What follows belongs to an exercise in optimizing a design on an open flow for small area; a production flow would make more cautious choices.
In this exercise RTL edits were held to simulation tests only and were not proved equivalent to the original.
Power is estimated from default activity; no workload was simulated.

==> flow/design.v (excerpt) <==
module aes_top (
  input  logic                clk_i,
  input  logic                reset_i,
  input  logic                cfg_we_i,
  input  logic [1:0]          mode_i,
  input  aes_pkg::aes_key_t   key_i,
  input  aes_pkg::aes_block_t iv_i,
  input  logic                start_i,
  input  aes_pkg::aes_block_t data_i,
  output logic                ready_o,
  output logic                valid_o,
  output aes_pkg::aes_block_t data_o
);
==> module aes_top, before the edit <==
module aes_top (
  input  logic                clk_i,
  input  logic                reset_i,
  input  logic                cfg_we_i,
  input  logic [1:0]          mode_i,
  input  aes_pkg::aes_key_t   key_i,
  input  aes_pkg::aes_block_t iv_i,
  input  logic                start_i,
  input  aes_pkg::aes_block_t data_i,
  output logic                ready_o,
  output logic                valid_o,
  output aes_pkg::aes_block_t data_o
);
  localparam logic [2:0] ST_IDLE = 3'd0;   
  localparam logic [2:0] ST_CLR  = 3'd1;   
  localparam logic [2:0] ST_PREP = 3'd2;   
  localparam logic [2:0] ST_ENC  = 3'd3;   
  localparam logic [1:0] M_ECB = 2'd0;
  localparam logic [1:0] M_CBC = 2'd1;
  localparam logic [1:0] M_CTR = 2'd2;
  function automatic logic [7:0] xt(input logic [7:0] b);
    xt = {b[6:0], 1'b0} ^ (b[7] ? 8'h1b : 8'h00);
  endfunction
  function automatic logic [7:0] inc8(input logic [7:0] a, input logic ci);
    logic cy;
    cy = ci;
    for (int i = 0; i < 8; i++) begin
      inc8[i] = a[i] ^ cy;
      cy      = cy & a[i];
    end
  endfunction
  logic [3:0] ph;
  logic [2:0] st;
  logic [5:0] c;      
  logic       bk;     
  logic [1:0] mode;
  logic       vflag;
  logic       cy;     
  logic [7:0] s [16];
  logic [7:0] k [16];
  logic [7:0] v [16];
  logic [7:0] e1, e2;
  wire [1:0] r = ph[1:0];
  wire last = (ph == 4'd15);
  assign ready_o = (st == ST_IDLE) && last;
  wire acc_blk = start_i & ready_o;
  wire acc_cfg = cfg_we_i & ready_o & ~start_i;
  assign valid_o = vflag && (ph == 4'd0);
  wire enc   = (st == ST_ENC);
  wire clr   = (st == ST_CLR);
  wire prep  = (st == ST_PREP);
  wire rds   = enc && !bk;
  wire s_ark = rds && (c[1:0] == 2'd0);
  wire s_sra = rds && (c[1:0] == 2'd1);   
  wire s_srb = rds && (c[1:0] == 2'd2);   
  wire mcen  = s_ark && (c >= 6'd4) && (c <= 6'd36);
  wire k_inv = enc && (bk || (c[5] && c[3]));
  wire k_f1  = s_ark && !k_inv;
  wire k_dl  = rds && (c[1:0] != 2'd0);
  logic [7:0] src;
  always_comb begin
    src = s[0];
    if (s_sra) begin
      if (r == 2'd2)      src = (ph == 4'd2) ? s[12] : e1;    
      else if (r == 2'd0) src = (ph == 4'd12) ? e2 : s[4];   
    end else if (s_srb && r == 2'd1) begin                   
      case (ph[3:2])
        2'd0, 2'd1: src = s[8];
        2'd2:       src = e2;
        default:    src = e1;
      endcase
    end
  end
  wire [7:0] mx    = (r == 2'd0) ? s[3] : e2;
  wire [7:0] md    = s[0] ^ mx;
  wire [7:0] tcomb = md ^ s[1] ^ s[2];
  wire [7:0] tsel  = (r == 2'd0) ? tcomb : e1;
  wire [7:0] mcx   = tsel ^ xt(md);   
  wire e1_en = (s_sra && r == 2'd2) || (s_srb && ph == 4'd5) || (mcen && r == 2'd0);
  wire e2_en = (s_sra && ph == 4'd0) || (s_srb && ph == 4'd1) || mcen;
  always_ff @(posedge clk_i) begin
    if (e1_en) e1 <= mcen ? tcomb : s[0];
    if (e2_en) e2 <= s[0];
  end
  wire [7:0] ktap  = (ph == 4'd12) ? k[7] : k[3];
  wire [7:0] sbin  = s_sra ? src : ktap;
  wire [7:0] sbout;
  aes_sbox u_sbox (.u(sbin), .y(sbout));
  logic [7:0] sbase;
  always_comb begin
    if (clr)        sbase = 8'h00;
    else if (prep)  sbase = (mode == M_ECB) ? 8'h00 : v[0];
    else if (s_sra) sbase = sbout;
    else            sbase = src;
  end
  wire [7:0] stail = sbase ^ (s_ark ? k[0] : 8'h00) ^ (mcen ? mcx : 8'h00);
  wire [3:0] kst  = c[5:2];
  wire [7:0] cinc = inc8({4'd0, ~kst}, 1'b1);
  wire [3:0] cdec = ~cinc[3:0];    
  wire [7:0] rcon = kst[3] ? ((kst[1:0] == 2'd0) ? 8'h1b : 8'h36) : (8'h01 << kst[2:0]);
  wire        k_xd  = (k_dl || k_inv) && (ph[3:2] != 2'd3);
  wire        k_xs  = (k_f1 || k_inv) && (ph[3:2] == 2'd3);
  wire [7:0]  ktail = (clr ? 8'h00 : k[0])
                    ^ (k_xd ? k[4] : 8'h00)
                    ^ (k_xs ? (sbout ^ ((ph == 4'd15) ? rcon : 8'h00)) : 8'h00);
  wire vinc = prep && (mode == M_CTR);
  wire [7:0] vtail = inc8(v[0], cy & vinc);
  always_ff @(posedge clk_i) begin
    if (!vinc) cy <= 1'b1;
    else       cy <= cy & (&v[0]);
  end
  for (genvar j = 0; j < 16; j++) begin : g_ring
    localparam int B = 15 - j;
    wire [7:0] s_in = (j == 15) ? stail : s[(j + 1) % 16];
    wire [7:0] k_in = (j == 15) ? ktail : k[(j + 1) % 16];
    wire [7:0] v_in = (j == 15) ? vtail : v[(j + 1) % 16];
    always_ff @(posedge clk_i) begin
      s[j] <= s_in ^ (acc_blk ? data_i[127 - 8 * B -: 8] : 8'h00);
      k[j] <= acc_cfg ? key_i[127 - 8 * B -: 8] : k_in;
      v[j] <= acc_cfg ? iv_i[127 - 8 * B -: 8] : v_in;
    end
    assign data_o[127 - 8 * B -: 8] = s[j];
  end
  always_ff @(posedge clk_i) begin
    if (reset_i) begin
      ph    <= 4'd0;
      st    <= ST_CLR;
      mode  <= M_ECB;
      vflag <= 1'b0;
      c     <= 6'd0;
      bk    <= 1'b0;
    end else begin
      ph <= 4'(inc8({4'd0, ph}, 1'b1));
      if (ph == 4'd0) vflag <= 1'b0;
      if (last) begin
        c <= 6'(inc8({2'd0, c}, 1'b1));
        case (st)
          ST_IDLE: begin
            if (acc_cfg) begin
              st   <= ST_PREP;
              mode <= (mode_i == 2'b01) ? M_CBC : (mode_i == 2'b10) ? M_CTR : M_ECB;
            end else if (acc_blk) begin
              if (mode == M_CTR) begin
                st    <= ST_PREP;
                vflag <= 1'b1;
              end else begin
                st <= ST_ENC;
                c  <= 6'd0;
              end
            end
          end
          ST_CLR: st <= ST_IDLE;
          ST_PREP: begin
            if (mode == M_CTR) begin
              st <= ST_ENC;
              c  <= 6'd0;
            end else begin
              st <= ST_IDLE;
            end
          end
          default: begin   
            if (c[5] && c[3]) begin
              bk <= 1'b1;
              c  <= 6'd32;
            end else if (bk) begin
              c <= {cdec, 2'b00};
            end
            if (bk && c == 6'd0) begin
              bk <= 1'b0;
              if (mode == M_CTR) begin
                st <= ST_IDLE;
              end else begin
                vflag <= 1'b1;
                st    <= (mode == M_ECB) ? ST_PREP : ST_IDLE;
              end
            end
          end
        endcase
      end
    end
  end
endmodule
clock: 10.0 ns
lec_check: 0
cap_margin: 20
core_margin: 2
core_utilization: 50
slew_margin: 20
standard.sh (not shown) runs the stock make flow with config.mk's settings and CLKGATE_MAP_FILE= SYNTH_SCRIPT=/design/flow/synth_recipe.tcl, a recipe that flattens the netlist after the stock synthesis.
==> flow/flow/run.sh <==
#!/bin/bash
# Standard ORFS layout (the standard.sh) with three changes to how it
# is built:
#  - synthesis is the standard synthesis script, except that ABC maps
#    the logic with an area-oriented script (flow/area.abc); flip-flop
#    mapping, flattening and naming are unchanged, so the registers are
#    the standard synthesis's;
#  - ports are buffered with the smallest buffer (buf_1) instead of the
#    default clkdlybuf4s50_1; every port still gets its own buffer;
#  - the clock tree uses clkbuf_4 cells in small sink clusters, without
#    dummy loads. No register gets a deliberate clock offset.
# Each tool's output goes to its own log (ORFS keeps per-step logs under
# orfs/logs); make's own output goes to standard.log.
set -euo pipefail
here=$(pwd)
export MY_ABC_SCRIPT="$here/flow/area.abc"
export BUFFER_PORTS_ARGS="-buffer_cell sky130_fd_sc_hd__buf_1"
export CTS_ARGS="-sink_clustering_enable -repair_clock_nets -buf_list sky130_fd_sc_hd__clkbuf_4 -dont_use_dummy_load -sink_clustering_size 10 -sink_clustering_max_diameter 40"
{ cat flow/abc_override.tcl; cat synth_recipe.tcl; } > my_synth.tcl
sed "s#SYNTH_SCRIPT=[^ ]*synth_recipe.tcl#SYNTH_SCRIPT=$here/my_synth.tcl#" standard.sh > my_standard.sh
grep -q "SYNTH_SCRIPT=$here/my_synth.tcl" my_standard.sh
bash my_standard.sh > standard.log 2>&1
==> flow/flow/abc_override.tcl <==
# Use flow/area.abc for ABC's technology mapping instead of ORFS's script.
proc abc {args} {
  set i [lsearch -exact $args -script]
  if {$i >= 0} { set args [lreplace $args $i [expr {$i + 1}] -script $::env(MY_ABC_SCRIPT)] }
  yosys abc {*}$args
}
==> flow/flow/area.abc <==
strash
dch -f
amap -m
topo
The first run ran to the end with no violations.
Rerun with:
--- a/flow/design.v
+++ b/flow/design.v
@@ -176,13 +176,13 @@
   logic [3:0] ph;
   logic [2:0] st;
   logic [5:0] c;      
   logic       bk;     
   logic [1:0] mode;
   logic       vflag;
-  logic       cy;     
+  logic       cw, cn;
   logic [7:0] s [16];
   logic [7:0] k [16];
   logic [7:0] v [16];
   logic [7:0] e1, e2;
   wire [1:0] r = ph[1:0];
   wire last = (ph == 4'd15);
@@ -202,62 +202,71 @@
   wire k_f1  = s_ark && !k_inv;
   wire k_dl  = rds && (c[1:0] != 2'd0);
   logic [7:0] src;
   always_comb begin
     src = s[0];
     if (s_sra) begin
-      if (r == 2'd2)      src = (ph == 4'd2) ? s[12] : e1;    
-      else if (r == 2'd0) src = (ph == 4'd12) ? e2 : s[4];   
-    end else if (s_srb && r == 2'd1) begin                   
+      if (r == 2'd1)      src = (ph == 4'd1) ? s[12] : e1;
+      else if (r == 2'd3) src = (ph == 4'd15) ? e2 : s[4];
+    end else if (s_srb && r == 2'd2) begin
       case (ph[3:2])
         2'd0, 2'd1: src = s[8];
         2'd2:       src = e2;
         default:    src = e1;
       endcase
     end
   end
-  wire [7:0] mx    = (r == 2'd0) ? s[3] : e2;
+  wire [7:0] mx    = (r == 2'd3) ? e2 : s[1];
   wire [7:0] md    = s[0] ^ mx;
-  wire [7:0] tcomb = md ^ s[1] ^ s[2];
+  wire [7:0] tcomb = md ^ s[2] ^ s[3];
   wire [7:0] tsel  = (r == 2'd0) ? tcomb : e1;
-  wire [7:0] mcx   = tsel ^ xt(md);   
-  wire e1_en = (s_sra && r == 2'd2) || (s_srb && ph == 4'd5) || (mcen && r == 2'd0);
-  wire e2_en = (s_sra && ph == 4'd0) || (s_srb && ph == 4'd1) || mcen;
+  wire [7:0] mc    = tsel ^ s[0] ^ xt(md);
+  wire e1_en = (s_sra && r == 2'd1) || (s_srb && ph == 4'd6) || (mcen && r == 2'd0);
+  wire e2_en = (s_sra && ph == 4'd3) || (s_srb && ph == 4'd2) || (mcen && r == 2'd0);
   always_ff @(posedge clk_i) begin
     if (e1_en) e1 <= mcen ? tcomb : s[0];
     if (e2_en) e2 <= s[0];
   end
-  wire [7:0] ktap  = (ph == 4'd12) ? k[7] : k[3];
+  wire [7:0] ktap  = (ph == 4'd15) ? k[1] : k[5];
   wire [7:0] sbin  = s_sra ? src : ktap;
   wire [7:0] sbout;
   aes_sbox u_sbox (.u(sbin), .y(sbout));
-  logic [7:0] sbase;
+  logic [7:0] stail;
   always_comb begin
-    if (clr)        sbase = 8'h00;
-    else if (prep)  sbase = (mode == M_ECB) ? 8'h00 : v[0];
-    else if (s_sra) sbase = sbout;
-    else            sbase = src;
+    if (clr)        stail = 8'h00;
+    else if (prep)  stail = (mode == M_ECB) ? 8'h00 : v[0];
+    else if (s_sra) stail = sbout;
+    else if (s_srb) stail = src;
+    else if (s_ark) stail = (mcen ? mc : s[0]) ^ k[0];
+    else            stail = s[0];
   end
-  wire [7:0] stail = sbase ^ (s_ark ? k[0] : 8'h00) ^ (mcen ? mcx : 8'h00);
   wire [3:0] kst  = c[5:2];
   wire [7:0] cinc = inc8({4'd0, ~kst}, 1'b1);
   wire [3:0] cdec = ~cinc[3:0];    
   wire [7:0] rcon = kst[3] ? ((kst[1:0] == 2'd0) ? 8'h1b : 8'h36) : (8'h01 << kst[2:0]);
   wire        k_xd  = (k_dl || k_inv) && (ph[3:2] != 2'd3);
   wire        k_xs  = (k_f1 || k_inv) && (ph[3:2] == 2'd3);
   wire [7:0]  ktail = (clr ? 8'h00 : k[0])
                     ^ (k_xd ? k[4] : 8'h00)
-                    ^ (k_xs ? (sbout ^ ((ph == 4'd15) ? rcon : 8'h00)) : 8'h00);
+                    ^ (k_xs ? (sbout ^ ((ph == 4'd12) ? rcon : 8'h00)) : 8'h00);
   wire vinc = prep && (mode == M_CTR);
-  wire [7:0] vtail = inc8(v[0], cy & vinc);
+  wire ff1 = &v[1];
+  wire ff2 = &v[2];
+  wire ff3 = &v[3];
+  wire vc  = cw && ((r == 2'd3) || (ff1 && ((r == 2'd2) || (ff2 && ((r == 2'd1) || ff3)))));
+  wire [7:0] vtail = inc8(v[0], vc & vinc);
   always_ff @(posedge clk_i) begin
-    if (!vinc) cy <= 1'b1;
-    else       cy <= cy & (&v[0]);
+    if (!vinc) begin
+      cw <= 1'b1;
+    end else begin
+      if (r == 2'd0) cn <= vc & (&v[0]);
+      if (r == 2'd3) cw <= cn;
+    end
   end
   for (genvar j = 0; j < 16; j++) begin : g_ring
-    localparam int B = 15 - j;
+    localparam int B = 12 - 4 * (j / 4) + (j % 4);
     wire [7:0] s_in = (j == 15) ? stail : s[(j + 1) % 16];
     wire [7:0] k_in = (j == 15) ? ktail : k[(j + 1) % 16];
     wire [7:0] v_in = (j == 15) ? vtail : v[(j + 1) % 16];
     always_ff @(posedge clk_i) begin
       s[j] <= s_in ^ (acc_blk ? data_i[127 - 8 * B -: 8] : 8'h00);
       k[j] <= acc_cfg ? key_i[127 - 8 * B -: 8] : k_in;
- wire length rises slightly
- combinational power falls by roughly a tenth
- utilization goes down by 0.21 points
- hold slack is worse by 0.0030 ns
- power barely changes
- register-to-register slack loses 0.03 ns
- design area rose slightly
- worst setup slack loses 0.029 ns
- die area went up slightly
- fmax goes down slightly

==> re-timing with driven ports <==
The flow's constraints put no driver on any port. The routed layouts listed below were extracted and timed again, unchanged, in two steps. Step 1 (the two cells are an assumption about what drives the block):
set clk [get_ports {clk_i}]
set_driving_cell -lib_cell sky130_fd_sc_hd__clkbuf_16 $clk
set_driving_cell -lib_cell sky130_fd_sc_hd__buf_2 [delete_from_list [all_inputs] $clk]
Step 2 also shifts input and output timing later by t, the mid clock arrival at the registers, as if the neighbouring blocks saw the same clock. Three values: ideal, step 1, step 2; two values: the first two.
run	t, ns	slack for setup (ns)	hold slack, ns	slew at the worst register clock pin (ns)	cell pins on the clock port's net
the first run	0.734	1.071 / 1.071 / 1.071	0.417 / 0.417 / 0.417	0.11 / 0.11	1
the second run	0.812	1.042 / 1.042 / 1.042	0.414 / 0.414 / 0.414	0.12 / 0.12	1
After both steps setup and hold are still met in every run listed.
